From an optimization exercise on the open Yosys and OpenROAD flow, aimed at small area, a short achievable clock period and few clock cycles per item; shortcuts taken in it are not production practice. RTL that was checked went through simulation tests only; none was proved equivalent to the original. The RTL of runs 1 to 4 was laid out without a check of its function. Power figures rest on the tool's default switching activity, not on a simulated workload.

**flow/design.v**
```verilog
`timescale 1ns / 1ps
`default_nettype none
package bgpr_pkg;
  localparam int COLUMNS = 128;
  localparam int SMP_W   = 8;
  localparam int COL_W   = 7;
  localparam int ROW_W   = 2;
  localparam int CNT_W   = 8;
  localparam logic [1:0] OP_CLEAR = 2'd0;
  localparam logic [1:0] OP_LOAD  = 2'd1;
  localparam logic [1:0] OP_READ  = 2'd2;
  localparam logic [1:0] OP_NONE  = 2'd3;
  localparam logic [SMP_W-1:0] FULL_SCALE_RST = 8'd75;
  localparam int FIFO_D = 9;
  localparam int OUT_SLOTS = FIFO_D + 1;
endpackage
`default_nettype wire
`timescale 1ns / 1ps
`default_nettype none
module bgpr_front (
  input  wire logic        clk,
  input  wire logic        wr,        
  input  wire logic [7:0]  wdata,
  input  wire logic [7:0]  sel_hi,    
  input  wire logic [15:0] sel_lo,    
  output logic [7:0]       rdata
);
  logic [7:0] ring [128];
  always_ff @(posedge clk) begin
    ring[0] <= wr ? wdata : ring[127];
    for (int i = 1; i < 128; i++) ring[i] <= ring[i-1];
  end
  always_comb begin
    rdata = '0;
    for (int i = 0; i < 128; i++)
      rdata = rdata | (ring[i] & {8{sel_hi[i / 16] & sel_lo[i % 16]}});
  end
endmodule
`default_nettype wire
`timescale 1ns / 1ps
`default_nettype none
module bgpr_queue (
  input  wire logic clk,
  input  wire logic rst,
  input  wire logic push,
  input  wire logic [3:0] push_code,
  input  wire logic pop,
  output logic [3:0] head,
  output logic      empty
);
  localparam int D = bgpr_pkg::FIFO_D;
  logic [3:0] entries [D];
  logic [3:0] wr_ptr;
  logic [3:0] rd_ptr;
  logic [3:0] count;
  assign empty = count == '0;
  assign head  = entries[rd_ptr];
  always_ff @(posedge clk) begin
    if (rst) begin
      wr_ptr <= '0;
      rd_ptr <= '0;
      count  <= '0;
    end else begin
      if (push) wr_ptr <= (wr_ptr == 4'(D - 1)) ? '0 : wr_ptr + 4'd1;
      if (pop)  rd_ptr <= (rd_ptr == 4'(D - 1)) ? '0 : rd_ptr + 4'd1;
      if (push && !pop) count <= count + 4'd1;
      else if (pop && !push) count <= count - 4'd1;
    end
  end
  always_ff @(posedge clk) begin
    if (push) entries[wr_ptr] <= push_code;
  end
endmodule
`default_nettype wire
`timescale 1ns / 1ps
`default_nettype none
module bgpr_back (
  input  wire logic       clk,
  input  wire logic       rst,
  input  wire logic [7:0] floor_value,
  input  wire logic [7:0] s,            
  input  wire logic [8:0] fs,           
  input  wire logic       in_valid,
  input  wire logic [7:0] in_x,         
  input  wire logic [1:0] in_row,
  output logic [5:0]      vv,           
  output logic            out_valid,
  output logic [3:0]      out_code      
);
  function automatic logic [8:0] dstep(input logic [7:0] r, input logic [7:0] sv);
    logic [9:0] diff;
    diff  = {1'b0, r, 1'b0} - {2'b0, sv};
    dstep = diff[9] ? {1'b0, r[6:0], 1'b0} : {1'b1, diff[7:0]};
  endfunction
  logic       v3;
  logic [7:0] x3;
  logic [1:0] row3;
  always_ff @(posedge clk) begin
    if (rst) v3 <= 1'b0;
    else     v3 <= in_valid;
    x3   <= in_x;
    row3 <= in_row;
  end
  logic [7:0] d3;
  logic       q5_3;
  assign d3   = (x3 > floor_value) ? x3 - floor_value : 8'd0;
  assign q5_3 = {1'b0, x3} >= fs;
  logic       v4, q5_4;
  logic [7:0] r4;
  logic [1:0] row4;
  always_ff @(posedge clk) begin
    if (rst) v4 <= 1'b0;
    else     v4 <= v3;
    r4   <= d3;
    q5_4 <= q5_3;
    row4 <= row3;
  end
  logic [8:0] st4;
  assign st4 = dstep(r4, s);
  logic       v5;
  logic [1:0] q54_5;
  logic [7:0] r5;
  logic [1:0] row5;
  always_ff @(posedge clk) begin
    if (rst) v5 <= 1'b0;
    else     v5 <= v4;
    r5    <= st4[7:0];
    q54_5 <= {q5_4, st4[8]};
    row5  <= row4;
  end
  logic [8:0] st5;
  assign st5 = dstep(r5, s);
  logic       v6;
  logic [2:0] q53_6;
  logic [7:0] r6;
  logic [1:0] row6;
  always_ff @(posedge clk) begin
    if (rst) v6 <= 1'b0;
    else     v6 <= v5;
    r6    <= st5[7:0];
    q53_6 <= {q54_5, st5[8]};
    row6  <= row5;
  end
  logic [8:0] st6;
  logic       full6, zero6;
  assign st6   = dstep(r6, s);
  assign full6 = q53_6[2] || q53_6[1:0] > ~row6;
  assign zero6 = !q53_6[2] && q53_6[1:0] < ~row6;
  logic       v7, full7, zero7, q2_7;
  logic [7:0] r7;
  always_ff @(posedge clk) begin
    if (rst) v7 <= 1'b0;
    else     v7 <= v6;
    r7    <= st6[7:0];
    full7 <= full6;
    zero7 <= zero6;
    q2_7  <= st6[8];
  end
  logic [8:0] st7;
  assign st7 = dstep(r7, s);
  logic       v8, full8, zero8;
  logic [1:0] q21_8;
  logic [7:0] r8;
  always_ff @(posedge clk) begin
    if (rst) v8 <= 1'b0;
    else     v8 <= v7;
    r8    <= st7[7:0];
    full8 <= full7;
    zero8 <= zero7;
    q21_8 <= {q2_7, st7[8]};
  end
  logic [8:0] st8;
  assign st8 = dstep(r8, s);
  assign out_valid = v8;
  assign out_code  = (s == 8'd0) ? 4'd15 :
                     full8       ? 4'd8  :
                     zero8       ? 4'd0  : {1'b0, q21_8, st8[8]};
  assign vv        = {v8, v7, v6, v5, v4, v3};
endmodule
`default_nettype wire
`timescale 1ns / 1ps
`default_nettype none
module bar_graph_page_renderer_unit (
  input  wire logic  clk,
  input  wire logic  rst,
  input  wire logic         items_valid,
  output logic              items_ready,
  input  wire logic [1:0]   items_operation,
  input  wire logic [7:0]   items_sample,
  input  wire logic [1:0]   items_row,
  input  wire logic [6:0]   items_column,
  input  wire logic         cfg_valid,
  output logic              cfg_ready,
  input  wire logic [1:0]   cfg_index,
  input  wire logic [7:0]   cfg_data,
  output logic              results_valid,
  input  wire logic         results_ready,
  output logic [7:0]        results_pixel_byte,
  output logic              results_scale_valid
);
  logic [7:0] floor_value;
  logic [7:0] full_scale;
  logic       w_valid;
  logic [1:0] w_op;
  logic [7:0] w_sample;
  logic [1:0] w_row;
  logic [6:0] w_col;
  logic [7:0] n;           
  logic [6:0] a1;          
  logic [6:0] gap;         
  logic [7:0] peak;
  logic       pk_v;
  logic       pk_clr;
  logic       pk_gt;
  logic [7:0] pk_span;
  logic [7:0] s_use;
  logic [8:0] fs_use;
  logic        v2;
  logic [7:0]  sel_hi;
  logic [15:0] sel_lo;
  logic [1:0]  row2;
  logic       ready_q;
  logic [3:0] outstanding;
  logic in_acc;
  assign in_acc      = items_valid && ready_q;
  assign items_ready = ready_q;
  assign cfg_ready   = 1'b1;
  logic ld, clr, rd, ld_do;
  assign ld    = w_valid && w_op == bgpr_pkg::OP_LOAD;
  assign clr   = w_valid && w_op == bgpr_pkg::OP_CLEAR;
  assign rd    = w_valid && w_op == bgpr_pkg::OP_READ;
  assign ld_do = ld && !n[7];
  logic [7:0] n_nxt;
  logic [6:0] gap_nxt;
  assign n_nxt   = clr ? 8'd0 : ld_do ? n + 8'd1 : n;
  assign gap_nxt = ld_do ? 7'd0 : gap - 7'd1;
  logic [5:0] vv;         
  logic       busy;       
  logic       pk_apply;
  assign busy     = v2 || (vv != '0);
  assign pk_apply = pk_v && !busy;
  always_ff @(posedge clk) begin
    if (rst) begin
      w_valid <= 1'b0;
    end else begin
      w_valid <= in_acc;
    end
    w_op     <= items_operation;
    w_sample <= items_sample;
    w_row    <= items_row;
    w_col    <= items_column;
  end
  always_ff @(posedge clk) begin
    if (rst) begin
      floor_value <= '0;
      full_scale  <= bgpr_pkg::FULL_SCALE_RST;
      n           <= '0;
      peak        <= '0;
      pk_v        <= 1'b0;
    end else begin
      if (cfg_valid) begin
        if (cfg_index == 2'd0) floor_value <= cfg_data;
        if (cfg_index == 2'd1) full_scale  <= cfg_data;
      end
      n <= n_nxt;
      if (pk_apply) begin
        if (pk_clr) begin
          peak <= '0;
        end else if (pk_gt && pk_span > peak) begin
          peak <= pk_span;
        end
      end
      if (clr || ld_do) begin
        pk_v <= 1'b1;
      end else if (pk_apply) begin
        pk_v <= 1'b0;
      end
    end
    if (clr || ld_do) begin
      pk_clr  <= clr;
      pk_gt   <= w_sample > floor_value;
      pk_span <= w_sample - floor_value;
    end
    gap    <= gap_nxt;
    a1     <= (ld_do && n == 8'd0) ? 7'd1 : a1 + 7'd1;
    s_use  <= (full_scale != '0) ? full_scale : peak;
    fs_use <= {1'b0, floor_value} + {1'b0, ((full_scale != '0) ? full_scale : peak)};
  end
  logic [6:0] place;
  logic       draw;
  assign place = a1 - w_col;
  assign draw  = {1'b0, w_col} < n;
  always_ff @(posedge clk) begin
    if (rst) v2 <= 1'b0;
    else     v2 <= rd;
    for (int i = 0; i < 8; i++)  sel_hi[i] <= draw && place[6:4] == 3'(i);
    for (int i = 0; i < 16; i++) sel_lo[i] <= place[3:0] == 4'(i);
    row2 <= w_row;
  end
  logic [7:0] rdata;
  bgpr_front u_front (
    .clk    (clk),
    .wr     (ld_do),
    .wdata  (w_sample),
    .sel_hi (sel_hi),
    .sel_lo (sel_lo),
    .rdata  (rdata)
  );
  logic       v_res;
  logic [3:0] code_res;
  bgpr_back u_back (
    .clk         (clk),
    .rst         (rst),
    .floor_value (floor_value),
    .s           (s_use),
    .fs          (fs_use),
    .in_valid    (v2),
    .in_x        (rdata),
    .in_row      (row2),
    .vv          (vv),
    .out_valid   (v_res),
    .out_code    (code_res)
  );
  logic       out_valid;
  logic [7:0] out_byte;
  logic       out_sv;
  logic       out_free;
  logic       f_push, f_pop, f_empty;
  logic [3:0] f_head;
  logic [3:0] next_code;
  assign out_free  = !out_valid || results_ready;
  assign f_pop     = out_free && !f_empty;
  assign f_push    = v_res && (!out_free || !f_empty);
  assign next_code = f_empty ? code_res : f_head;
  bgpr_queue u_queue (
    .clk       (clk),
    .rst       (rst),
    .push      (f_push),
    .push_code (code_res),
    .pop       (f_pop),
    .head      (f_head),
    .empty     (f_empty)
  );
  always_ff @(posedge clk) begin
    if (rst) begin
      out_valid <= 1'b0;
    end else if (out_free) begin
      out_valid <= !f_empty || v_res;
    end
    if (out_free) begin
      out_sv   <= next_code != 4'd15;
      out_byte <= (next_code == 4'd15) ? 8'd0 : ~(8'hFF >> next_code);
    end
  end
  assign results_valid       = out_valid;
  assign results_pixel_byte  = out_byte;
  assign results_scale_valid = out_sv;
  logic [3:0] out_nxt;
  logic       ldclr_nxt;
  logic       z_nxt;
  logic       pk_v_nxt;
  logic [6:0] v_nxt;      
  logic       hold_nxt;
  assign out_nxt   = outstanding + {3'd0, in_acc && items_operation == bgpr_pkg::OP_READ}
                                 - {3'd0, out_valid && results_ready};
  assign ldclr_nxt = in_acc && (items_operation == bgpr_pkg::OP_LOAD ||
                                items_operation == bgpr_pkg::OP_CLEAR);
  assign z_nxt     = ldclr_nxt || n_nxt == 8'd0 || n_nxt[7] || gap_nxt == 7'd1;
  assign pk_v_nxt  = clr || ld_do || (pk_v && busy);
  assign v_nxt     = {vv[4:0], v2, rd};
  assign hold_nxt  = (ldclr_nxt && v_nxt[5:0] != '0) || (pk_v_nxt && v_nxt != '0);
  always_ff @(posedge clk) begin
    if (rst) begin
      outstanding <= '0;
      ready_q     <= 1'b1;
    end else begin
      outstanding <= out_nxt;
      ready_q     <= z_nxt && !hold_nxt && out_nxt < 4'(bgpr_pkg::OUT_SLOTS);
    end
  end
endmodule
`default_nettype wire
```
**flow/run.sh**
```bash
#!/bin/bash
# synth_recipe.tcl (not shown) runs the flow's synth.tcl, then flattens the netlist and writes it again
# the make line also repeats each setting of config.mk as NAME=value (left out here)
make -C /OpenROAD-flow-scripts/flow DESIGN_CONFIG=/design/flow/config.mk WORK_HOME=/design/flow/orfs CLKGATE_MAP_FILE= SYNTH_SCRIPT=/design/flow/synth_recipe.tcl finish
```
**flow/config.mk**
```make
export PLATFORM = sky130hd
export DESIGN_NAME = bar_graph_page_renderer_unit
export DESIGN_NICKNAME = bar_graph_page_renderer_unit
export VERILOG_FILES = /design/flow/design.v
export SDC_FILE = /design/flow/constraint.sdc
export NUM_CORES = 4
export LEC_CHECK = 0
export CAP_MARGIN = 20
export CORE_MARGIN = 2
export CORE_UTILIZATION = 40
export SLEW_MARGIN = 20
```
**flow/constraint.sdc**
```tcl
create_clock -name core_clock -period 5.0 [get_ports {clk}]
set_input_delay 1.0000 -clock core_clock [delete_from_list [all_inputs] [get_ports {clk}]]
set_output_delay 1.0000 -clock core_clock [all_outputs]
set_load 0.01 [all_outputs]
```
==> impl_results.md, run 1 <==
- Status: no timing/DRC/antenna violations
- Initial Utilization: 0.402
- TritonCTS Buffers: 119
- Overall Global Routing Usage: 0.214
- Routed vias: 26300
- Vias in the first global route: 26300
- FFs w/ async S/R, synth: 0
- Main combinational cell family by area after synthesis: compound AO/OA/AOI/OAI gates
- Crit path kind: reg2reg
- Fill count: 8825
- Postcts setup bufs: 0
- P_sw: 7.84 mW
- Crit path max fanout: 11
- Routed length per instance: 23.5 µm
- IO Port Bufs: 44
- # hold bufs at CTS: 0
- Via density: 5.56
- Setup TNS: 0 ns
- Clock network fraction of total power: 0.378
- CTS Root Cell: clkbuf_16
- Worst-margin pin slew: 1.08 ns
- Global route overflow: 0
- Crit. End Element: register
- Final setup violating endpoints: 0
- Maximum VDD drop: 0.363 mV
- Lkg Pwr: 17.0 nW
- Number of flops mapped to enable cells by yosys: 55
- Die area: 0.101 mm²
- Cell-internal power: 17.9 mW
- Largest net degree at the start of global routing: 61
- #FFs+latches synth: 1287
- DIE WIDTH: 318 µm
- First-pass GRT wire length: 165000 µm
- Synth Area in Compound Gates: 0.146
- Layout cells sized above 1: 0.0952
- Sw Ratio: 0.305
- Fraction of the mapped netlist area in adder cells: 0.0387
- Period minus WS final: 3.27 ns
- Slew Viols, Final: 0
- Iter 0 DRT Violations: 2430
- Skew final: 0.0975 ns
- Synth Area in Simple Gates: 0.0913
- Placed cell area: 0.0413 mm²
- XOR/XNOR Fraction of Synth Area: 0.0104
- Max-cap viol count: 0
- Crit path required time: 5.61 ns
- Core area: 0.0981 mm²
- Detailed placement HPWL: 71000 µm
- Design area: 0.0456 mm²
- Antenna violations before repair: 2
- Final Net Count: 3490
- Hold Crit Depth: 0
- Cell Rows: 115
- Drt first pass iters: 6
- Post-DRT Antenna Nets: 0
- Reg clk slew, reported paths: 0.06 ns
- Non-Filler Instances: 4724
- Drt drc: 0
- Cell Pwr Density: 565 mW/mm²
- Placed Instances: 4506
- Fin. Hold Viols: 0
- Most common cell after layout, fill and taps aside: dfxtp_1
- Mapped cell area: 0.0395 mm²
- Global placer's final weighted congestion: 0.867
- Post-synthesis sequential area ratio: 0.667
- Mux contribution to synthesized area: 0.0174
- Avg Cell Area, Syn: 12.0 µm²
- CTS H-tree depth: 3
- Post-synth top flop: dfxtp_1
- Resized Gates After CTS: 0
- Mapped Nets: 3451
- Comb pwr share: 0.164
- Power Total: 25.7 mW
- Post-Route WL: 111000 µm
- Worst-Skew Late Latency: 0.74 ns
- Worst Hold Class: reg2reg
- I/O pins: 46
- Post-synth cell types: 74
- Period utilization: 0.654
- Layout area overhead: 15.5%
- Sequential Power Share: 0.458
- Synth warnings: 5
- Maximum clock frequency: 306 MHz
- Mapped Cells: 3301
- Kind of start point of the critical path: register
- CTS tree: yes
- CTS Buffer Depth: 3
- Most frequent cells in the layout: dfxtp_1 (1208), a22oi_1 (309), nand3_1 (204), nor2_1 (160), inv_1 (123)
- Clk sinks: 1287
- DIE HEIGHT: 318 µm
- Max_slew headroom: 0.279
- RSZ-0062 raised after global routing: no
- Register-to-Register Path Depth: 12
- Crit path arrival time: 3.88 ns
-- logic make-up (layout without fill, tap and decap cells) --
family / after synthesis / count (layout)
compound gates: 789 / 789
xor+xnor: 47 / 47
fa+ha+maj: 116 / 116
buf+inv: 303 / 438
flops: 1287 / 1287
mux: 55 / 55
other cells: 1 / 2
simple gates: 703 / 703
-- Yosys cell counts (6+ instances only) --
cell type | instances | share of area
nor4_1 | 31 | 0.0049
or4_1 | 7 | 0.0013
and2_1 | 16 | 0.0025
o31ai_1 | 7 | 0.0013
edfxtp_1 | 55 | 0.042
a211o_1 | 8 | 0.0018
mux4_2 | 8 | 0.0046
o211ai_1 | 13 | 0.0025
o22a_1 | 9 | 0.0020
xor2_1 | 13 | 0.0029
a21boi_0 | 13 | 0.0025
a22o_1 | 63 | 0.014
and3_1 | 16 | 0.0025
xnor2_1 | 34 | 0.0075
a221oi_1 | 23 | 0.0051
a211oi_1 | 14 | 0.0027
clkbuf_1 | 121 | 0.012
nand2b_1 | 21 | 0.0033
o21ai_0 | 52 | 0.0066
ha_1 | 106 | 0.034
or3_1 | 8 | 0.0013
nand4_1 | 59 | 0.0093
a31oi_1 | 17 | 0.0027
or2_2 | 8 | 0.0013
nor3_1 | 41 | 0.0052
a222oi_1 | 35 | 0.0089
nor2b_1 | 33 | 0.0052
o2bb2ai_1 | 8 | 0.0018
o22ai_1 | 41 | 0.0065
nand2_1 | 72 | 0.0068
mux2i_1 | 19 | 0.0048
a22oi_1 | 309 | 0.059
fa_1 | 10 | 0.0051
mux2_2 | 28 | 0.0080
dfxtp_1 | 1232 | 0.62
nor2_1 | 160 | 0.015
a21o_1 | 18 | 0.0034
a21oi_1 | 108 | 0.014
o31a_1 | 6 | 0.0013
inv_1 | 123 | 0.012
o21a_1 | 13 | 0.0025
buf_1 | 40 | 0.0038
buf_2 | 9 | 0.0011
nand3_1 | 204 | 0.026
nor3b_1 | 9 | 0.0017
-- worst max-delay path, stage by stage (launching register included) --
cell and delay, ns:
dfxtp_1 0.36, nor4_2 0.89, nand2_1 0.16, nand2_1 0.20, inv_1 0.13, ha_1 0.24
inv_1 0.12, ha_1 0.24, a21o_1 0.17, a21oi_1 0.16, xnor2_1 0.09, or3_1 0.30
a21oi_1 0.14
-- worst paths after layout --
kind | from | endpoint | slack (ns)
worst min-delay path | u_back.row3[0] | u_back.row4[0] | 0.32
worst min register to register | u_back.row3[0] | u_back.row4[0] | 0.32
worst max register to register | u_queue.count[0] | u_queue.count[3] | 1.73
worst max-delay path | u_queue.count[0] | u_queue.count[3] | 1.73
-- per-layer routing --
layer  vias to the layer above  GRT usage  part of all wire
li1                      12100          -                 -
met1                     12800      0.282              0.43
met2                      1057      0.347              0.46
met3                       257     0.0417             0.073
met4                         2     0.0855             0.039
met5                         -    0.00662           0.00086
-- area by class of cell --
| cell class | instances | area (µm²) | area share |
|---|---|---|---|
| repair buffers | 94 | 848 | 0.0186 |
| clock inverters | 60 | 997 | 0.0219 |
| inverters | 127 | 477 | 0.0105 |
| flip-flops and latches | 1287 | 26300 | 0.578 |
| clock buffers | 157 | 3300 | 0.0724 |
| multi-input cells | 1711 | 12000 | 0.263 |
| well taps | 1287 | 1610 | 0.0353 |
| diodes | 1 | 2.50 | 0.0000549 |
-- power groups by stage --
stage	Combinational, mW	Clock, mW	Sequential [mW]
floorplan	2.84	0	11.3
global placement	4.11	0	12.0
detailed placement	4.13	0	12.0
CTS	4.17	9.87	11.8
global route	4.49	10.3	11.8
finish	4.21	9.74	11.8
-- flip-flops by register name, summed over array words and instances (netlist names), 9 cells and up, named ones only --
register,flops
u_front.ring,1024
sel_lo,16
fs_use,9
u_queue.entries,36
-- metrics by stage --
stage                     setup WS, ns   util  hold slack [ns]
after detailed placement         0.987  0.421            0.312
after floorplan                   1.89      -            0.310
after global routing              1.33  0.465            0.328
after CTS                         1.71  0.465            0.325
after global placement           0.993  0.421            0.311
final                             1.73  0.465            0.325
==> inputs of run 2 (changes only) <==
--- a/flow/config.mk
+++ b/flow/config.mk
@@ -8,4 +8,5 @@
 export CAP_MARGIN = 20
 export CORE_MARGIN = 2
 export CORE_UTILIZATION = 40
+export SETUP_SLACK_MARGIN = 2.5
 export SLEW_MARGIN = 20
==> run 2 against run 1 <==
  * Still clean
  * Non-clock buffer count up 29
  * Utilization grew 0.78 points
  * Combinational power increased by 9.7%
  * Synthesized cell count stayed put
  * Clock power up 4%
  * Highest routed layer is now met4
==> impl_results.md, run 2 <==
- Status: no timing/DRC/antenna violations
- Final WS setup: 2.52 ns
- Crit path required time: 5.62 ns
- Worst-margin pin slew: 1.14 ns
- M1 GR Usage: 0.296
- CTS H-tree depth: 4
- Critical path cell sequence: or4_4 > nor2_4 > a21o_1 > ha_4 > inv_2 > fa_2 > nor2b_1 > o21ai_1 > nand2b_1 > a21o_1 > a21oi_2 > xnor2_1
- Layout cells sized above 1: 0.123
- Worst Hold Class: reg2reg
- Met3 usage: 0.0379
- Initial Utilization: 0.402
- Iter 0 DRT Violations: 2702
- Post-DRT Antenna Nets: 0
- Crit-path most repeated cell: a21o_1
- Worst Hold Launch: u_back.zero7
- Kind of start point of the critical path: register
- Most flops, register: u_front.ring
- Cell Rows: 115
- CTS Buffer Depth: 3
- Crit. End Element: register
- Drt first pass iters: 8
- Core area: 0.0981 mm²
- Post-synth top flop: dfxtp_1
- Routed vias: 26800
- Hold Crit Depth: 0
- DIE WIDTH: 318 µm
- Placed Instances: 4512
- Drt drc: 0
- Most frequent cells in the layout: dfxtp_1 (1196), a22oi_1 (308), nand3_1 (204), nor2_1 (159), clkbuf_16 (136)
- Overall Global Routing Usage: 0.220
- Commonest cells post-synth: dfxtp_1 (1232), a22oi_1 (309), nand3_1 (204)
- Crit path max fanout: 4
- Reg clk slew, reported paths: 0.06 ns
- Period minus WS final: 2.48 ns
- CTS Root Cell: clkbuf_16
- Met2 Use GR: 0.352
- Synth warnings: 5
- First-pass GRT wire length: 169000 µm
- Mapped cell area: 0.0395 mm²
- Mapped Nets: 3451
- Largest regs: u_front.ring (1024), u_queue.entries (36), sel_lo (16)
- Period utilization: 0.496
- RSZ-0062 raised after global routing: yes
- Worst R2R End: fs_use[6]
- Antenna violations before repair: 2
- Ranking of synthesized cells by area: dfxtp_1 (62%), a22oi_1 (5.9%), edfxtp_1 (4.2%), ha_1 (3.4%), nand3_1 (2.6%)
- Final setup violating endpoints: 0
- Cell Pwr Density: 570 mW/mm²
- Max_slew headroom: 0.236
- Number of flops mapped to enable cells by yosys: 55
- Slew Viols, Final: 0
- Via density: 5.61
- Hold endpoint: u_back.zero8
- DIE HEIGHT: 318 µm
- Global route overflow: 0
- Largest net degree at the start of global routing: 51
- Vias in the first global route: 27000
- Layout area overhead: 17.4%
- FFs w/ async S/R, synth: 0
- Maximum VDD drop: 0.391 mV
- I/O pins: 46
- Crit path arrival time: 3.10 ns
- Lkg Pwr: 17.4 nW
- #FFs+latches synth: 1287
- Post-synth top area cell: dfxtp_1
- CTS tree: yes
- Post-synthesis sequential area ratio: 0.667
- Die area: 0.101 mm²
- Most used routing layer: met2
- Non-Filler Instances: 4772
- Final Net Count: 3531
- Max-cap viol count: 0
- Max incr delay on CP: 0.54 ns
- TritonCTS Buffers: 131
- Crit path kind: reg2reg
- RR Startpoint: full_scale[3]
- Maximum clock frequency: 403 MHz
- Register-to-Register Path Depth: 12
- Setup TNS: 0 ns
- Most common cell in the netlist: dfxtp_1
- Fin util: 0.472
- Clk sinks: 1287
- Routed length per instance: 23.6 µm
- Yosys top cell area share: 0.625
- Most common cell after layout, fill and taps aside: dfxtp_1
- Post-Route WL: 113000 µm
- Fin. Hold Viols: 0
- R2r setup slk: 2.52 ns
- Power Total: 26.4 mW
- Avg Cell Area, Syn: 12.0 µm²
- IO Port Bufs: 44
- CP max stage cell: or4_4
- Post-synth cell types: 74
- Mapped Cells: 3301
- Dpl ws: 1.64 ns
- Worst-Skew Late Latency: 0.75 ns
- Global placer's final weighted congestion: 0.869
- Detailed placement HPWL: 71900 µm
- Max reg flops: 1024
- Skew final: 0.0436 ns
## run 2: cell count changes in the layout (fill, tap and decap cells not counted), sizes merged
cell	delta
dlymetal6s2s	+4
clkbuf	+25
buf	+28
clkinv	+1
dlygate4sd2	+11
bufinv	-8
clkinvlp	+2
clkdlybuf4s50	-15
## run 2: where the power goes
part / switching [mW] / internal, mW
clock: 4.16 / 5.97
combinational: 3.14 / 1.48
sequential: 0.770 / 10.9
## run 2: kinds of logic (layout without fill, tap and decap cells)
logic type / count (synthesis) / count (layout) / share of synthesized area
muxes: 55 / 55 / 0.0174
buffers and inverters: 303 / 486 / 0.0299
other: 1 / 2 / 0.0000950
xor gates and xnor gates: 47 / 47 / 0.0104
DFF: 1287 / 1287 / 0.667
AOI/OAI and AO/OA: 789 / 789 / 0.146
adders and majority gates: 116 / 116 / 0.0387
and+or+nand+nor: 703 / 703 / 0.0913
## run 2: critical path, delay by kind of cell (launching register included)
family / cells / cell delay, ns
AOI/OAI and AO/OA: 4 / 0.47
and+or+nand+nor: 4 / 0.91
adders and majority gates: 2 / 0.50
DFF: 1 / 0.33
xor gates and xnor gates: 1 / 0.12
buffers and inverters: 1 / 0.04
## run 2: stage by stage
stage                     instance area (µm²)  hold WS, ns
after floorplan                         39500        0.310
after global placement                  41400        0.312
after detailed placement                41400        0.312
after CTS                               46100        0.322
after global routing                    46400        0.327
final                                   46400        0.324
## run 2: worst max path at each step
stage,from,end,slack (ns),depth (start not counted)
5_1_grt,full_scale[3],fs_use[6],2.39,12
4_1_cts,full_scale[2],fs_use[6],2.47,12
6_report,full_scale[3],fs_use[6],2.52,12
2_1_floorplan,results_ready,u_queue.count[3],2.33,11
3_3_place_gp,results_ready,u_queue.count[3],1.64,11
3_5_place_dp,results_ready,u_queue.count[3],1.64,11
## run 2: layout make-up
type	instances	area, µm²
antenna	1	2.50
clock buffer	181	3770
clock inverter	55	758
fill	8825	51800
inverter	127	502
multi-input combinational	1711	12200
sequential	1287	26400
tap	1287	1610
timing repair buffer	123	1130
## run 2: timing repair
item | in CTS | in global routing
pin swaps | 8 | 19
gates resized for setup | 52 | 50
gates cloned | 0 | 1
endpoints found under the setup margin | 81 | 64
hold buffers | 0 | 0
buffers inserted | 11 | 11
## run 2: per-layer routing
layer  vias up  wire length [µm]
li1      12200                 -
met1     13200             49700
met2      1107             51500
met3       243              7940
met4         0              3780
met5         -                 0
==> inputs of run 3 (changes only) <==
--- a/flow/config.mk
+++ b/flow/config.mk
@@ -8,5 +8,8 @@
 export CAP_MARGIN = 20
 export CORE_MARGIN = 2
 export CORE_UTILIZATION = 40
+export CTS_BUF_LIST = sky130_fd_sc_hd__clkbuf_8 sky130_fd_sc_hd__clkbuf_16
+export CTS_CLUSTER_DIAMETER = 60
+export CTS_CLUSTER_SIZE = 20
 export SETUP_SLACK_MARGIN = 2.5
 export SLEW_MARGIN = 20
==> run 3 against run 2 <==
  * Still clean on timing, DRC and antenna
  * Global-route usage fell by 0.43 points
  * Critical path depth unchanged
  * Power fell by 9.6%
  * Critical endpoint unchanged
  * Largest cell class unchanged
  * Largest power group unchanged
==> impl_results.md, run 3 <==
- Routed length per instance: 23.8 µm
- Most common cell after layout, fill and taps aside: dfxtp_1
- Final setup violating endpoints: 0
- FFs w/ async S/R, synth: 0
- Fill count: 8955
- Yosys top cell area share: 0.625
- Post-synthesis sequential area ratio: 0.667
- Worst Hold Class: reg2reg
- Antenna violations before repair: 2
- # hold bufs at CTS: 0
- Die area: 0.101 mm²
- Period minus WS final: 2.52 ns
- IO Port Bufs: 44
- Post-synth top flop: dfxtp_1
- Most frequent cells in the layout: dfxtp_1 (1198), a22oi_1 (308), nand3_1 (204), nor2_1 (159), inv_1 (120)
- Worst Hold Launch: u_back.full7
- Reg clk slew, reported paths: 0.08 ns
- Hold_ws: 0.317 ns
- Post-synth cell types: 74
- Hold endpoint: u_back.full8
- Final Net Count: 3491
- Post-synth top area cell: dfxtp_1
- Largest net degree at the start of global routing: 51
- Area of the multi-input gates: 0.0122 mm²
- Crit. End Element: register
- Most common cell in the netlist: dfxtp_1
- DIE WIDTH: 318 µm
- Number of flops mapped to enable cells by yosys: 55
- Skew final: 0.0350 ns
- Vias in the first global route: 26300
- Register-to-Register Path Depth: 12
- Layout cells sized above 1: 0.107
- Lkg Pwr: 16.7 nW
- Post-DRT Antenna Nets: 0
- Slew Viols, Final: 0
- Crit path max fanout: 4
- CTS H-tree depth: 3
- Largest regs: u_front.ring (1024), u_queue.entries (36), sel_lo (16)
- Drt drc: 0
- CTS tree: yes
- Hold Crit Depth: 0
- RSZ-0062 raised after global routing: yes
- Max_slew headroom: 0.348
- Maximum clock frequency: 396 MHz
- RR Startpoint: full_scale[4]
- Status: no timing/DRC/antenna violations
- Mapped Nets: 3451
- Fin. Hold Viols: 0
- Max reg flops: 1024
- Crit path kind: reg2reg
- Power Total: 23.9 mW
- Cell Rows: 115
- Crit path required time: 5.56 ns
- Synth warnings: 5
- DIE HEIGHT: 318 µm
- Overall Global Routing Usage: 0.215
- Most flops, register: u_front.ring
- Via density: 5.63
- Period utilization: 0.505
- Register area: 0.0264 mm²
- Clk sinks: 1287
- First-pass GRT wire length: 167000 µm
- Cell Pwr Density: 532 mW/mm²
- Detailed placement HPWL: 71900 µm
- CTS Buffer Depth: 3
- Max-cap viol count: 0
- Setup TNS: 0 ns
- Drt first pass iters: 8
- Worst R2R End: fs_use[6]
- Post-Route WL: 112000 µm
- Fin util: 0.457
- Kind of start point of the critical path: register
- Core area: 0.0981 mm²
- Global placer's final weighted congestion: 0.869
- R2r setup slk: 2.48 ns
- Mapped Cells: 3301
- Avg Cell Area, Syn: 12.0 µm²
- Mapped cell area: 0.0395 mm²
- Global route overflow: 0
- Maximum VDD drop: 0.345 mV
- Ranking of synthesized cells by area: dfxtp_1 (62%), a22oi_1 (5.9%), edfxtp_1 (4.2%), ha_1 (3.4%), nand3_1 (2.6%)
- Worst-margin pin slew: 0.978 ns
- Routed vias: 26400
- Crit path arrival time: 3.08 ns
- #FFs+latches synth: 1287
- Initial Utilization: 0.402
- Layout area overhead: 13.6%
- Iter 0 DRT Violations: 2726
- I/O pins: 46
- Worst-Skew Late Latency: 0.68 ns
- CTS Root Cell: clkbuf_16
- TritonCTS Buffers: 90
- Commonest cells post-synth: dfxtp_1 (1232), a22oi_1 (309), nand3_1 (204)
==> run 3: power by group <==
group          switching [mW]  leakage, nW  internal (mW)  total (mW)
clock network            3.82         1.49           3.80        7.63
registers               0.774         10.5           10.9        11.7
logic                    3.14         4.73           1.46        4.59
total                    7.73         16.7           16.1        23.9
==> run 3: per-layer routing <==
layer / wire length, µm / vias up / GRT usage
li1: - / 12100 / -
met1: 49700 / 13100 / 0.294
met2: 50700 / 958 / 0.347
met3: 7260 / 235 / 0.0333
met4: 3900 / 0 / 0.0766
met5: 0 / - / 0
==> run 3: final cells by class <==
| cell class | instances | share of cell area |
|---|---|---|
| repair buffers | 124 | 0.0249 |
| multi-input cells | 1711 | 0.273 |
| inverters | 127 | 0.0114 |
| diodes | 1 | 0.0000558 |
| clock inverters | 56 | 0.0150 |
| well taps | 1287 | 0.0359 |
| flip-flops and latches | 1287 | 0.588 |
| clock buffers | 94 | 0.0517 |
==> run 3: worst max-delay path by stage <==
stage,start,endpoint,slack (ns),cells after the start
floorplan,results_ready,u_queue.count[3],2.33,11
global placement,results_ready,u_queue.count[3],1.64,11
global route,full_scale[3],fs_use[6],2.33,12
detailed placement,results_ready,u_queue.count[3],1.64,11
CTS,full_scale[0],fs_use[6],2.45,12
finish,full_scale[4],fs_use[6],2.48,12
==> run 3: critical path: stages (launching register included) <==
cell and delay [ns]:
dfxtp_1 0.33, or4_4 0.54, nor2_4 0.18, a21o_1 0.18
ha_2 0.20, inv_2 0.04, fa_2 0.36, nor2b_1 0.12
o21ai_1 0.07, nand2b_1 0.09, a21o_1 0.13, a21oi_2 0.07
xnor2_1 0.12
==> run 3: repair_timing <==
action / 4_1_cts / 5_1_grt
gates cloned: 0 / 1
resized for setup: 48 / 56
buffers inserted: 12 / 11
pin swaps: 11 / 24
setup endpoints to repair: 82 / 64
==> run 3: cell families (layout without fill, tap and decap cells) <==
| family | count (synthesis) | in the layout | share of synthesized area |
|---|---|---|---|
| DFF | 1287 | 1287 | 0.667 |
| AOI/OAI and AO/OA | 789 | 789 | 0.146 |
| and+or+nand+nor | 703 | 703 | 0.0913 |
| buffers and inverters | 303 | 401 | 0.0299 |
| adders and majority gates | 116 | 116 | 0.0387 |
| muxes | 55 | 55 | 0.0174 |
| xor gates and xnor gates | 47 | 47 | 0.0104 |
| other | 1 | 2 | 0.0000950 |
==> run 3: stage by stage <==
step / worst slack [ns] / std cells / instance area (µm²)
6_report: 2.48 / 4687 / 44800
5_1_grt: 2.33 / 4686 / 44800
4_1_cts: 2.45 / 4674 / 44600
3_5_place_dp: 1.64 / 4512 / 41400
3_3_place_gp: 1.64 / 4512 / 41400
2_1_floorplan: 2.33 / 3301 / 39500
==> inputs of run 4 (changes only) <==
--- a/flow/config.mk
+++ b/flow/config.mk
@@ -8,8 +8,8 @@
 export CAP_MARGIN = 20
 export CORE_MARGIN = 2
 export CORE_UTILIZATION = 40
-export CTS_BUF_LIST = sky130_fd_sc_hd__clkbuf_8 sky130_fd_sc_hd__clkbuf_16
-export CTS_CLUSTER_DIAMETER = 60
-export CTS_CLUSTER_SIZE = 20
+export CTS_BUF_LIST = sky130_fd_sc_hd__clkbuf_16
+export CTS_CLUSTER_DIAMETER = 80
+export CTS_CLUSTER_SIZE = 30
 export SETUP_SLACK_MARGIN = 2.5
 export SLEW_MARGIN = 20
==> run 4 against run 3 <==
  * Die area unchanged
  * Sequential power about the same
  * Design area is 3.1% lower
  * Synthesized cell count stayed put
  * Power fell by 9.3%
  * Non-clock buffer count rose by 7
  * First-iteration DRC count grew 3.2%
  * Setup slack better by 0.0022 ns
  * Sequential share of layout area increased by 1.9 points
  * Global-route usage down 0.27 points
  * Critical endpoint unchanged
  * Largest cell class unchanged
==> impl_results.md, run 4 <==
- Routed length per instance: 24.0 µm
- Max reg flops: 1024
- Layout cells sized above 1: 0.0880
- Worst R2R End: fs_use[6]
- Skew final: 0.0448 ns
- Largest regs: u_front.ring (1024), u_queue.entries (36), sel_lo (16)
- R2r setup slk: 2.48 ns
- Max_slew headroom: 0.255
- Detailed placement HPWL: 71900 µm
- Max layer used: met5
- Avg Cell Area, Syn: 12.0 µm²
- Cell Pwr Density: 498 mW/mm²
- Most frequent cells in the layout: dfxtp_1 (1195), a22oi_1 (308), nand3_1 (204), nor2_1 (159), inv_1 (118)
- CTS Root Cell: clkbuf_16
- Most common cell after layout, fill and taps aside: dfxtp_1
- Ant diodes: 0
- Final setup violating endpoints: 0
- First-pass GRT wire length: 165000 µm
- Maximum clock frequency: 396 MHz
- Post-Route WL: 111000 µm
- Die area: 0.101 mm²
- Global placer's final weighted congestion: 0.869
- Cell-internal power: 14.5 mW
- Maximum VDD drop: 0.335 mV
- CTS tree: yes
- FFs w/ async S/R, synth: 0
- Most common cell in the netlist: dfxtp_1
- Period minus WS final: 2.52 ns
- Largest net degree at the start of global routing: 51
- Worst setup path end: fs_use[6]
- Worst-margin pin slew: 1.12 ns
- Max-cap viol count: 0
- Iter 0 DRT Violations: 2814
- Core area: 0.0981 mm²
- Post-synth top area cell: dfxtp_1
- Most flops, register: u_front.ring
- Routed vias: 26000
- WL met2: 50500 µm
- Mapped Nets: 3451
- TritonCTS Buffers: 53
- Commonest cells post-synth: dfxtp_1 (1232), a22oi_1 (309), nand3_1 (204)
- Final Net Count: 3461
- Sequential Power Share: 0.537
- Global route overflow: 0
- RR Startpoint: full_scale[4]
- IO Port Bufs: 44
- Reg clk slew, reported paths: 0.11 ns
- Kind of start point of the critical path: register
- Crit path kind: reg2reg
- # hold bufs at CTS: 0
- Cell Rows: 115
- Slew Viols, Final: 0
- Antenna violations before repair: 3
- Drt drc: 0
- Met3 wire length: 7270 µm
- Dpl ws: 1.64 ns
- CP Launch Point: full_scale[4]
- Crit path max fanout: 4
- Fill count: 9088
- DIE WIDTH: 318 µm
- Worst Hold Class: reg2reg
- Comb pwr share: 0.215
- Mapped Cells: 3301
- Status: no timing/DRC/antenna violations
- Synth warnings: 5
- Overall Global Routing Usage: 0.213
- Lkg Pwr: 16.0 nW
- Ranking of synthesized cells by area: dfxtp_1 (62%), a22oi_1 (5.9%), edfxtp_1 (4.2%), ha_1 (3.4%), nand3_1 (2.6%)
- Post-synthesis sequential area ratio: 0.667
- Post-DRT Antenna Nets: 0
- CTS H-tree depth: 2
- Vias in the first global route: 25900
- Crit path arrival time: 3.08 ns
- Crit. End Element: register
- Period utilization: 0.504
- Post-synth top flop: dfxtp_1
- Setup TNS: 0 ns
- Sw Ratio: 0.332
- Yosys top cell area share: 0.625
- Drt first pass iters: 5
- Initial Utilization: 0.402
- Via density: 5.64
- Clk sinks: 1287
- Final WS setup: 2.48 ns
- CTS Buffer Depth: 3
- Mapped cell area: 0.0395 mm²
- #FFs+latches synth: 1287
- P_sw: 7.18 mW
- RSZ-0062 raised after global routing: yes
- Number of flops mapped to enable cells by yosys: 55
- Layout area overhead: 10.1%
- Crit path required time: 5.56 ns
- Register-to-Register Path Depth: 12
- Fin. Hold Viols: 0
- Clock network fraction of total power: 0.248
- I/O pins: 46
- Worst-Skew Late Latency: 0.69 ns
- WL met1: 49600 µm
- DIE HEIGHT: 318 µm
- Post-synth cell types: 74
==> run 4: routing by layer <==
layer	track usage	vias up
li1	-	12000
met5	0	-
met2	0.347	972
met3	0.0259	185
met1	0.294	12900
met4	0.0686	2
==> run 4: cell type report <==
cell class	instances	area, µm²	area share
clock inverter	18	249	0.00573
clock buffer	54	1350	0.0311
sequential	1287	26400	0.607
timing repair buffer	131	1170	0.0269
tap	1287	1610	0.0371
multi-input combinational	1711	12200	0.281
inverter	127	498	0.0115
==> run 4: kinds of logic (layout without fill, tap and decap cells) <==
family                   after synthesis  in the layout  share of synthesized area
buffers and inverters                303            330                     0.0299
adder cells (fa/ha/maj)              116            116                     0.0387
AND/OR/NAND/NOR                      703            703                     0.0913
multiplexers                          55             55                     0.0174
other                                  1              1                  0.0000950
flip-flops                          1287           1287                      0.667
XOR/XNOR                              47             47                     0.0104
AO/OA/AOI/OAI                        789            789                      0.146
==> run 4: how the worst min path moves through the flow <==
stage,start,endpoint,slack [ns],cells past startpoint
after global routing,u_front.ring[25][6],u_front.ring[26][6],0.33,0
after global placement,u_back.full7,u_back.full8,0.31,0
after floorplan,w_row[0],row2[0],0.31,0
final,u_front.ring[94][7],u_front.ring[95][7],0.33,0
after CTS,u_front.ring[75][3],u_front.ring[76][3],0.33,0
after detailed placement,u_back.full7,u_back.full8,0.31,0
==> run 4: worst max-delay path, stage by stage (launching register included) <==
cell and delay (ns):
dfxtp_2 0.34, or4_4 0.54, nor2_4 0.16, a21o_1 0.17, ha_2 0.20, inv_2 0.04, fa_2 0.35, nor2b_1 0.12
o21ai_1 0.07, nand2b_1 0.10, a21o_1 0.13, a21oi_2 0.07, xnor2_1 0.12
==> run 4: repair_timing <==
item	CTS	global route
pin swaps	5	22
endpoints found under the hold margin	0	0
cloned	0	1
gates resized for setup	51	50
endpoints found under the setup margin	85	64
setup buffers	10	20
==> run 4: power by group through the flow <==
stage	combinational [mW]	sequential, mW	clock [mW]
6_report	4.66	11.6	5.36
5_1_grt	4.96	11.7	5.79
3_5_place_dp	4.33	11.9	0
4_1_cts	4.39	11.7	5.44
2_1_floorplan	2.89	11.3	0
3_3_place_gp	4.29	11.9	0
==> run 4: stage by stage <==
stage	utilization	hold slack [ns]	std cells	area, µm²	power (mW)
6_report	0.443	0.331	4615	43500	21.7
3_5_place_dp	0.422	0.312	4512	41400	16.2
3_3_place_gp	0.422	0.312	4512	41400	16.2
5_1_grt	0.443	0.334	4615	43500	22.4
4_1_cts	0.440	0.328	4594	43100	21.5
2_1_floorplan	-	0.310	3301	39500	14.2
==> inputs of run 5 (changes only) <==
--- a/flow/design.v
+++ b/flow/design.v
@@ -30,10 +30,14 @@
     ring[0] <= wr ? wdata : ring[127];
     for (int i = 1; i < 128; i++) ring[i] <= ring[i-1];
   end
+  logic [7:0] grp [8];
   always_comb begin
+    for (int g = 0; g < 8; g++) begin
+      grp[g] = '0;
+      for (int j = 0; j < 16; j++) grp[g] = grp[g] | (ring[16*g+j] & {8{sel_lo[j]}});
+    end
     rdata = '0;
-    for (int i = 0; i < 128; i++)
-      rdata = rdata | (ring[i] & {8{sel_hi[i / 16] & sel_lo[i % 16]}});
+    for (int g = 0; g < 8; g++) rdata = rdata | (grp[g] & {8{sel_hi[g]}});
   end
 endmodule
 `default_nettype wire
@@ -50,25 +54,28 @@
 );
   localparam int D = bgpr_pkg::FIFO_D;
   logic [3:0] entries [D];
-  logic [3:0] wr_ptr;
-  logic [3:0] rd_ptr;
   logic [3:0] count;
   assign empty = count == '0;
-  assign head  = entries[rd_ptr];
+  always_comb begin
+    head = entries[0];
+    for (int i = 1; i < D; i++) begin
+      if (count == 4'(i + 1)) head = entries[i];
+    end
+  end
   always_ff @(posedge clk) begin
     if (rst) begin
-      wr_ptr <= '0;
-      rd_ptr <= '0;
-      count  <= '0;
-    end else begin
-      if (push) wr_ptr <= (wr_ptr == 4'(D - 1)) ? '0 : wr_ptr + 4'd1;
-      if (pop)  rd_ptr <= (rd_ptr == 4'(D - 1)) ? '0 : rd_ptr + 4'd1;
-      if (push && !pop) count <= count + 4'd1;
-      else if (pop && !push) count <= count - 4'd1;
+      count <= '0;
+    end else if (push && !pop) begin
+      count <= count + 4'd1;
+    end else if (pop && !push) begin
+      count <= count - 4'd1;
     end
   end
   always_ff @(posedge clk) begin
-    if (push) entries[wr_ptr] <= push_code;
+    if (push) begin
+      entries[0] <= push_code;
+      for (int i = 1; i < D; i++) entries[i] <= entries[i-1];
+    end
   end
 endmodule
 `default_nettype wire
@@ -79,7 +86,6 @@
   input  wire logic       rst,
   input  wire logic [7:0] floor_value,
   input  wire logic [7:0] s,            
-  input  wire logic [8:0] fs,           
   input  wire logic       in_valid,
   input  wire logic [7:0] in_x,         
   input  wire logic [1:0] in_row,
@@ -102,21 +108,20 @@
     row3 <= in_row;
   end
   logic [7:0] d3;
-  logic       q5_3;
-  assign d3   = (x3 > floor_value) ? x3 - floor_value : 8'd0;
-  assign q5_3 = {1'b0, x3} >= fs;
-  logic       v4, q5_4;
+  assign d3 = (x3 > floor_value) ? x3 - floor_value : 8'd0;
+  logic       v4;
   logic [7:0] r4;
   logic [1:0] row4;
   always_ff @(posedge clk) begin
     if (rst) v4 <= 1'b0;
     else     v4 <= v3;
     r4   <= d3;
-    q5_4 <= q5_3;
     row4 <= row3;
   end
   logic [8:0] st4;
-  assign st4 = dstep(r4, s);
+  logic       q5_4;
+  assign st4  = dstep(r4, s);
+  assign q5_4 = r4 >= s;
   logic       v5;
   logic [1:0] q54_5;
   logic [7:0] r5;
@@ -214,7 +219,6 @@
   logic       pk_gt;
   logic [7:0] pk_span;
   logic [7:0] s_use;
-  logic [8:0] fs_use;
   logic        v2;
   logic [7:0]  sel_hi;
   logic [15:0] sel_lo;
@@ -284,7 +288,6 @@
     gap    <= gap_nxt;
     a1     <= (ld_do && n == 8'd0) ? 7'd1 : a1 + 7'd1;
     s_use  <= (full_scale != '0) ? full_scale : peak;
-    fs_use <= {1'b0, floor_value} + {1'b0, ((full_scale != '0) ? full_scale : peak)};
   end
   logic [6:0] place;
   logic       draw;
@@ -313,7 +316,6 @@
     .rst         (rst),
     .floor_value (floor_value),
     .s           (s_use),
-    .fs          (fs_use),
     .in_valid    (v2),
     .in_x        (rdata),
     .in_row      (row2),
--- a/flow/config.mk
+++ b/flow/config.mk
@@ -8,8 +8,8 @@
 export CAP_MARGIN = 20
 export CORE_MARGIN = 2
 export CORE_UTILIZATION = 40
-export CTS_BUF_LIST = sky130_fd_sc_hd__clkbuf_16
-export CTS_CLUSTER_DIAMETER = 80
-export CTS_CLUSTER_SIZE = 30
+export CTS_BUF_LIST = sky130_fd_sc_hd__clkbuf_8
+export CTS_CLUSTER_DIAMETER = 50
+export CTS_CLUSTER_SIZE = 16
 export SETUP_SLACK_MARGIN = 2.5
 export SLEW_MARGIN = 20
==> run 5 against run 4 <==
  * Hold slack barely moved
  * Power grew 1.7%
  * First-iteration DRC count decreased by 36%
  * Non-clock buffer count fell by 22
  * Fmax down 2.1%
  * Clock power increased by 14%
  * Count of clock-buffer cells in the layout is 65 higher
  * Critical endpoint is now u_back.r8[6]
  * Combinational power down 7.9%
  * Clock skew about the same
==> impl_results.md, run 5 <==
- Largest net degree at the start of global routing: 65
- FFs w/ async S/R, synth: 0
- CTS H-tree depth: 3
- Layout area overhead: 12.6%
- Skew final: 0.0451 ns
- Core area: 0.0918 mm²
- Via density: 5.49
- Post-synth top flop: dfxtp_1
- Detailed placement HPWL: 55200 µm
- Max incr delay on CP: 0.41 ns
- Mapped Nets: 2962
- Critical path cell sequence: inv_6 > ha_4 > nor2b_1 > o21a_1 > o21ai_2 > or3b_1 > a221o_1 > a211o_4 > mux2_4
- CTS Buffer Depth: 3
- CTS tree: yes
- Die area: 0.0953 mm²
- I/O pins: 46
- CP Launch Point: s_use[1]
- Crit path arrival time: 3.21 ns
- Placed Instances: 4004
- Most common cell after layout, fill and taps aside: dfxtp_1
- Fin. Hold Viols: 0
- Fill count: 8110
- Routed vias: 23100
- Most flops, register: u_front.ring
- Status: no timing/DRC/antenna violations
- Maximum clock frequency: 388 MHz
- Period utilization: 0.515
- Commonest cells post-synth: dfxtp_1 (1210), a221oi_1 (257), a22o_1 (256)
- Layout cells sized above 1: 0.117
- # hold bufs at CTS: 0
- Largest regs: u_front.ring (1024), u_queue.entries (36), sel_lo (16)
- Post-synth top area cell: dfxtp_1
- Post-DRT Antenna Nets: 0
- Post-synth cell types: 72
- IO Port Bufs: 44
- Antenna violations before repair: 3
- Met2 Use GR: 0.322
- Crit path required time: 5.63 ns
- Lkg Pwr: 16.0 nW
- Reg clk slew, reported paths: 0.09 ns
- Cell Rows: 111
- Drt first pass iters: 5
- Worst Hold Launch: u_back.q54_5[1]
- Area of the multi-input gates: 0.0107 mm²
- Final setup violating endpoints: 0
- Worst-Skew Late Latency: 0.75 ns
- Slew Viols, Final: 0
- Cell Pwr Density: 526 mW/mm²
- First-pass GRT wire length: 141000 µm
- Routed length per instance: 22.0 µm
- Vias in the first global route: 24100
- Most common cell in the netlist: dfxtp_1
- Max_slew headroom: 0.245
- Register area: 0.0259 mm²
- Post-synthesis sequential area ratio: 0.697
- Post-Route WL: 92700 µm
- Non-Filler Instances: 4205
- Ranking of synthesized cells by area: dfxtp_1 (65%), a221oi_1 (6.1%), a22o_1 (6.0%), edfxtp_1 (4.4%), ha_1 (3.1%)
- Worst-margin pin slew: 1.13 ns
- DIE WIDTH: 309 µm
- Final Net Count: 3031
- Crit path kind: reg2reg
- Met3 usage: 0.0353
- Crit. End Element: register
- RSZ-0062 raised after global routing: yes
- Max reg flops: 1024
- DIE HEIGHT: 309 µm
- Mapped cell area: 0.0371 mm²
- Kind of start point of the critical path: register
- CP max stage cell: a211o_4
- Most used routing layer: met2
- CTS Root Cell: clkbuf_8
- M1 GR Usage: 0.241
- TritonCTS Buffers: 105
- Most frequent cells in the layout: dfxtp_1 (1183), a221oi_1 (257), a22o_1 (256), clkbuf_8 (119), nor2_1 (111)
- Maximum VDD drop: 0.329 mV
- Global placer's final weighted congestion: 0.833
- Worst Hold Class: reg2reg
- CP top delay family: compound AO/OA/AOI/OAI gates
- Initial Utilization: 0.405
- Avg Cell Area, Syn: 13.1 µm²
- Crit path max fanout: 7
- #FFs+latches synth: 1265
- Synth warnings: 7
- Mapped Cells: 2827
- Buf/Inv on CP: 1
- Overall Global Routing Usage: 0.191
- Global route overflow: 0
- Yosys top cell area share: 0.652
- Period minus WS final: 2.58 ns
- Max-cap viol count: 0
- Setup TNS: 0 ns
- Iter 0 DRT Violations: 1799
- Number of flops mapped to enable cells by yosys: 55
- RR Startpoint: s_use[1]
- Clk sinks: 1265
- Drt drc: 0
run 5: worst register-to-register path: cells and delay by family, from the launching register on:
family | cells | cell delay (ns)
AND/OR/NAND/NOR | 2 | 0.47
multiplexers | 1 | 0.33
buffers and inverters | 1 | 0.04
adder cells (fa/ha/maj) | 1 | 0.19
flip-flops | 1 | 0.38
AO/OA/AOI/OAI | 4 | 1.06
run 5: through the flow:
step	setup slack [ns]	power (mW)	hold slack (ns)	area [µm²]	utilization
final	2.42	22.0	0.331	41800	0.456
after CTS	2.25	21.9	0.316	41400	0.451
after global placement	1.36	15.7	0.314	39000	0.425
after detailed placement	1.33	15.8	0.314	39000	0.425
after floorplan	2.05	13.9	0.310	37200	-
after global routing	2.34	23.0	0.327	41800	0.456
run 5: kinds of logic (layout without fill, tap and decap cells):
family	count (synthesis)	after routing	synth area share
compound gates	747	747	0.162
simple gates	386	387	0.0561
fa+ha+maj	101	101	0.0358
mux	40	40	0.0121
buf+inv	229	362	0.0237
flops	1265	1265	0.697
xor+xnor	58	58	0.0137
other cells	1	2	0.000101
run 5: timing repair:
item                                    CTS  global route
endpoints found under the setup margin   68            64
buffers inserted                          6            21
pin swaps                                 5            20
gates resized for setup                  48            55
gates cloned                              1             0
hold endpoints to repair                  0             0
run 5: path summary, 6_finish.rpt:
| check | endpoint | slack [ns] | cells after the start |
|---|---|---|---|
| setup / recovery | u_back.r8[6] | 2.42 | 9 |
| hold / removal | u_back.q53_6[2] | 0.33 | 0 |
| setup reg to reg | u_back.r8[6] | 2.42 | 9 |
| hold reg to reg | u_back.q53_6[2] | 0.33 | 0 |
run 5: cell type report:
type | count | share of cell area
diodes | 1 | 0.0000598
clock buffers | 119 | 0.0391
clock inverters | 53 | 0.0142
inverters | 81 | 0.00766
multi-input cells | 1334 | 0.256
flip-flops and latches | 1265 | 0.620
well taps | 1243 | 0.0372
repair buffers | 109 | 0.0255
run 5: per-layer routing:
metal,up-vias,part of all wire
li1,10600,-
met1,11600,0.43
met2,703,0.48
met3,192,0.062
met4,0,0.035
met5,-,0
run 5: power by group:
| group | switching (mW) | total (mW) | internal, mW |
|---|---|---|---|
| logic | 2.70 | 4.29 | 1.58 |
| clock network | 3.42 | 6.10 | 2.68 |
| registers | 0.951 | 11.6 | 10.7 |
| total | 7.08 | 22.0 | 14.9 |
Testbench counts of run 5, summed over its fixed seeds: cycles 10,400, items 8,192.
==> inputs of run 6 (changes only) <==
--- a/flow/config.mk
+++ b/flow/config.mk
@@ -8,8 +8,8 @@
 export CAP_MARGIN = 20
 export CORE_MARGIN = 2
 export CORE_UTILIZATION = 40
-export CTS_BUF_LIST = sky130_fd_sc_hd__clkbuf_8
-export CTS_CLUSTER_DIAMETER = 50
-export CTS_CLUSTER_SIZE = 16
+export CTS_BUF_LIST = sky130_fd_sc_hd__clkbuf_16
+export CTS_CLUSTER_DIAMETER = 70
+export CTS_CLUSTER_SIZE = 25
 export SETUP_SLACK_MARGIN = 2.5
 export SLEW_MARGIN = 20
==> run 6 against run 5 <==
  * Still clean on timing, DRC and antenna
  * Clock power decreased by 8.7%
  * Cell count decreased by 1.8%
  * Area after synthesis unchanged
  * Die area unchanged
  * Synthesized cell count unchanged
  * Largest power group unchanged
  * Highest routed layer unchanged
==> impl_results.md, run 6 <==
- Antenna violations before repair: 1
- Most common cell in the netlist: dfxtp_1
- CP Launch Point: s_use[1]
- CTS Buffer Depth: 3
- Kind of start point of the critical path: register
- Layout cells sized above 1: 0.0981
- WL met1: 40200 µm
- Crit path required time: 5.55 ns
- TritonCTS Buffers: 61
- Largest net degree at the start of global routing: 65
- Number of flops mapped to enable cells by yosys: 55
- Most common cell after layout, fill and taps aside: dfxtp_1
- Period utilization: 0.516
- Final setup violating endpoints: 0
- Iter 0 DRT Violations: 1707
- Drt drc: 0
- Ant diodes: 0
- Post-synthesis sequential area ratio: 0.697
- Worst-Skew Late Latency: 0.66 ns
- Core area: 0.0918 mm²
- Global placer's final weighted congestion: 0.833
- Post-synth cell types: 72
- Largest regs: u_front.ring (1024), u_queue.entries (36), sel_lo (16)
- Post-synth top area cell: dfxtp_1
- Setup TNS: 0 ns
- Crit. End Element: register
- Mapped Cells: 2827
- Via density: 5.51
- Final Net Count: 3004
- First-pass GRT wire length: 139000 µm
- Skew final: 0.0210 ns
- Reg clk slew, reported paths: 0.10 ns
- Synth warnings: 7
- I/O pins: 46
- RSZ-0062 raised after global routing: yes
- Maximum clock frequency: 388 MHz
- Worst-margin pin slew: 1.14 ns
- Clk sinks: 1265
- CTS tree: yes
- Fin. Hold Viols: 0
- Overall Global Routing Usage: 0.188
- DIE WIDTH: 309 µm
- Post-Route WL: 91800 µm
- Initial Utilization: 0.405
- Post-synth top flop: dfxtp_1
- Mapped cell area: 0.0371 mm²
- RR Startpoint: s_use[1]
- Crit path kind: reg2reg
- Max_slew headroom: 0.241
- Layout area overhead: 11.8%
- Avg Cell Area, Syn: 13.1 µm²
- CTS Root Cell: clkbuf_16
- Max layer used: met4
- Cell Pwr Density: 520 mW/mm²
- #FFs+latches synth: 1265
- Ranking of synthesized cells by area: dfxtp_1 (65%), a221oi_1 (6.1%), a22o_1 (6.0%), edfxtp_1 (4.4%), ha_1 (3.1%)
- Lkg Pwr: 15.8 nW
- Post-DRT Antenna Nets: 0
- Detailed placement HPWL: 55200 µm
- Area of the multi-input gates: 0.0107 mm²
- DIE HEIGHT: 309 µm
- WL met2: 44100 µm
- Crit path arrival time: 3.13 ns
- Most frequent cells in the layout: dfxtp_1 (1183), a221oi_1 (257), a22o_1 (256), nor2_1 (110), ha_1 (86)
- Global route overflow: 0
- Slew Viols, Final: 0
- Cell Rows: 111
- Routed vias: 22700
- Commonest cells post-synth: dfxtp_1 (1210), a221oi_1 (257), a22o_1 (256)
- Met3 wire length: 4660 µm
- Mapped Nets: 2962
- Register area: 0.0259 mm²
- Worst Hold Launch: u_front.ring[42][5]
- Routed length per instance: 22.2 µm
- Drt first pass iters: 5
- Maximum VDD drop: 0.329 mV
- Period minus WS final: 2.58 ns
- Yosys top cell area share: 0.652
- IO Port Bufs: 44
- Non-Filler Instances: 4129
- Vias in the first global route: 23600
- Most flops, register: u_front.ring
- FFs w/ async S/R, synth: 0
- Status: no timing/DRC/antenna violations
- Placed Instances: 4004
- Crit path max fanout: 7
- Max reg flops: 1024
- CTS H-tree depth: 2
- Max-cap viol count: 0
- Fill count: 8098
- Worst Hold Class: reg2reg
- Die area: 0.0953 mm²
-- run 6: cell counts after synthesis --
Identical to the previous run, type by type.
-- run 6: final timing paths --
path,endpoint,slack (ns),cells after the start
max reg2reg,u_back.r8[6],2.42,9
max,u_back.r8[6],2.42,9
min reg2reg,u_front.ring[43][5],0.33,0
min,u_front.ring[43][5],0.33,0
-- run 6: cell families after synthesis --
group,share of synthesized area
DFF,0.697
AOI/OAI and AO/OA,0.162
and+or+nand+nor,0.0561
buffers and inverters,0.0237
adders and majority gates,0.0358
xor gates and xnor gates,0.0137
muxes,0.0121
other,0.000101
-- run 6: critical path, stage by stage (launching register included) --
cell	delay, ns
dfxtp_4	0.38
inv_6	0.04
ha_4	0.19
nor2b_1	0.12
o21a_1	0.20
o21ai_2	0.12
or3b_1	0.36
a221o_1	0.34
a211o_4	0.41
mux2_4	0.32
-- run 6: final cells by class --
cell class                      instances  share of cell area
Multi-Input combinational cell       1334               0.258
Clock buffer                           65              0.0392
Tap cell                             1243              0.0375
Sequential cell                      1265               0.625
Timing Repair Buffer                  126              0.0280
Clock inverter                         15             0.00452
Inverter                               81             0.00759
-- run 6: through the flow --
step	hold WS (ns)	util	instance area [µm²]	total power, mW	setup slack [ns]
2_1_floorplan	0.310	-	37200	13.9	2.05
3_3_place_gp	0.314	0.425	39000	15.7	1.36
3_5_place_dp	0.314	0.425	39000	15.8	1.33
4_1_cts	0.326	0.446	41000	21.3	2.38
5_1_grt	0.342	0.452	41500	22.4	2.34
6_report	0.328	0.452	41500	21.6	2.42
-- run 6: repair_timing --
item | in CTS | in global routing
setup buffers | 7 | 37
endpoints found under the hold margin | 0 | 0
gates resized for setup | 41 | 61
setup endpoints to repair | 67 | 63
pin swaps | 5 | 29
gates cloned | 1 | 0
hold buffers | 0 | 0
-- run 6: power breakdown --
group          internal (mW)  leakage, nW  total [mW]  switching [mW]
Combinational           1.63         4.60        4.40            2.77
Clock                   2.39        0.899        5.57            3.18
Sequential              10.7         10.3        11.6           0.917
-- run 6: metal layers --
metal,up-vias,track usage
li1,10500,-
met5,-,0
met4,0,0.0673
met2,596,0.321
met1,11400,0.241
met3,176,0.0290

afterwards: timing with drivers on the ports:
The results above use ideal ports. As a check the final layouts listed here were re-extracted and re-timed, cells and wires unchanged.
Step 1: set_driving_cell puts a clkbuf_16 on clk and a buf_2 on each other input, an assumption about the parent block.
Step 2, shift: input delay + t, output delay - t, t = (earliest + latest rising clock arrival at the registers) / 2. This alone moves slack from input paths to output paths.
Slacks: ideal / step 1 / step 2; pairs: ideal / step 1.
| run | t (ns) | slack for setup (ns) | latest minus earliest clock arrival (ns) | worst register clock-pin slew, ns |
|---|---|---|---|---|
| run 1 | 0.762 | 1.731 / 1.731 / 1.020 | 0.103 / 0.104 | 0.07 / 0.07 |
| run 2 | 0.794 | 2.520 / 2.520 / 2.057 | 0.045 / 0.046 | 0.06 / 0.06 |
| run 3 | 0.736 | 2.475 / 2.475 / 2.040 | 0.047 / 0.048 | 0.09 / 0.09 |
| run 4 | 0.734 | 2.478 / 2.478 / 1.966 | 0.056 / 0.056 | 0.12 / 0.12 |
| run 5 | 0.790 | 2.423 / 2.423 / 1.702 | 0.048 / 0.049 | 0.11 / 0.11 |
| run 6 | 0.720 | 2.422 / 2.422 / 2.040 | 0.027 / 0.027 | 0.10 / 0.10 |
After both steps every run listed still meets setup and hold. For run 5, which loses most, drivers alone change the setup slack by 0.000 ns; drivers and shift together by -0.721 ns.
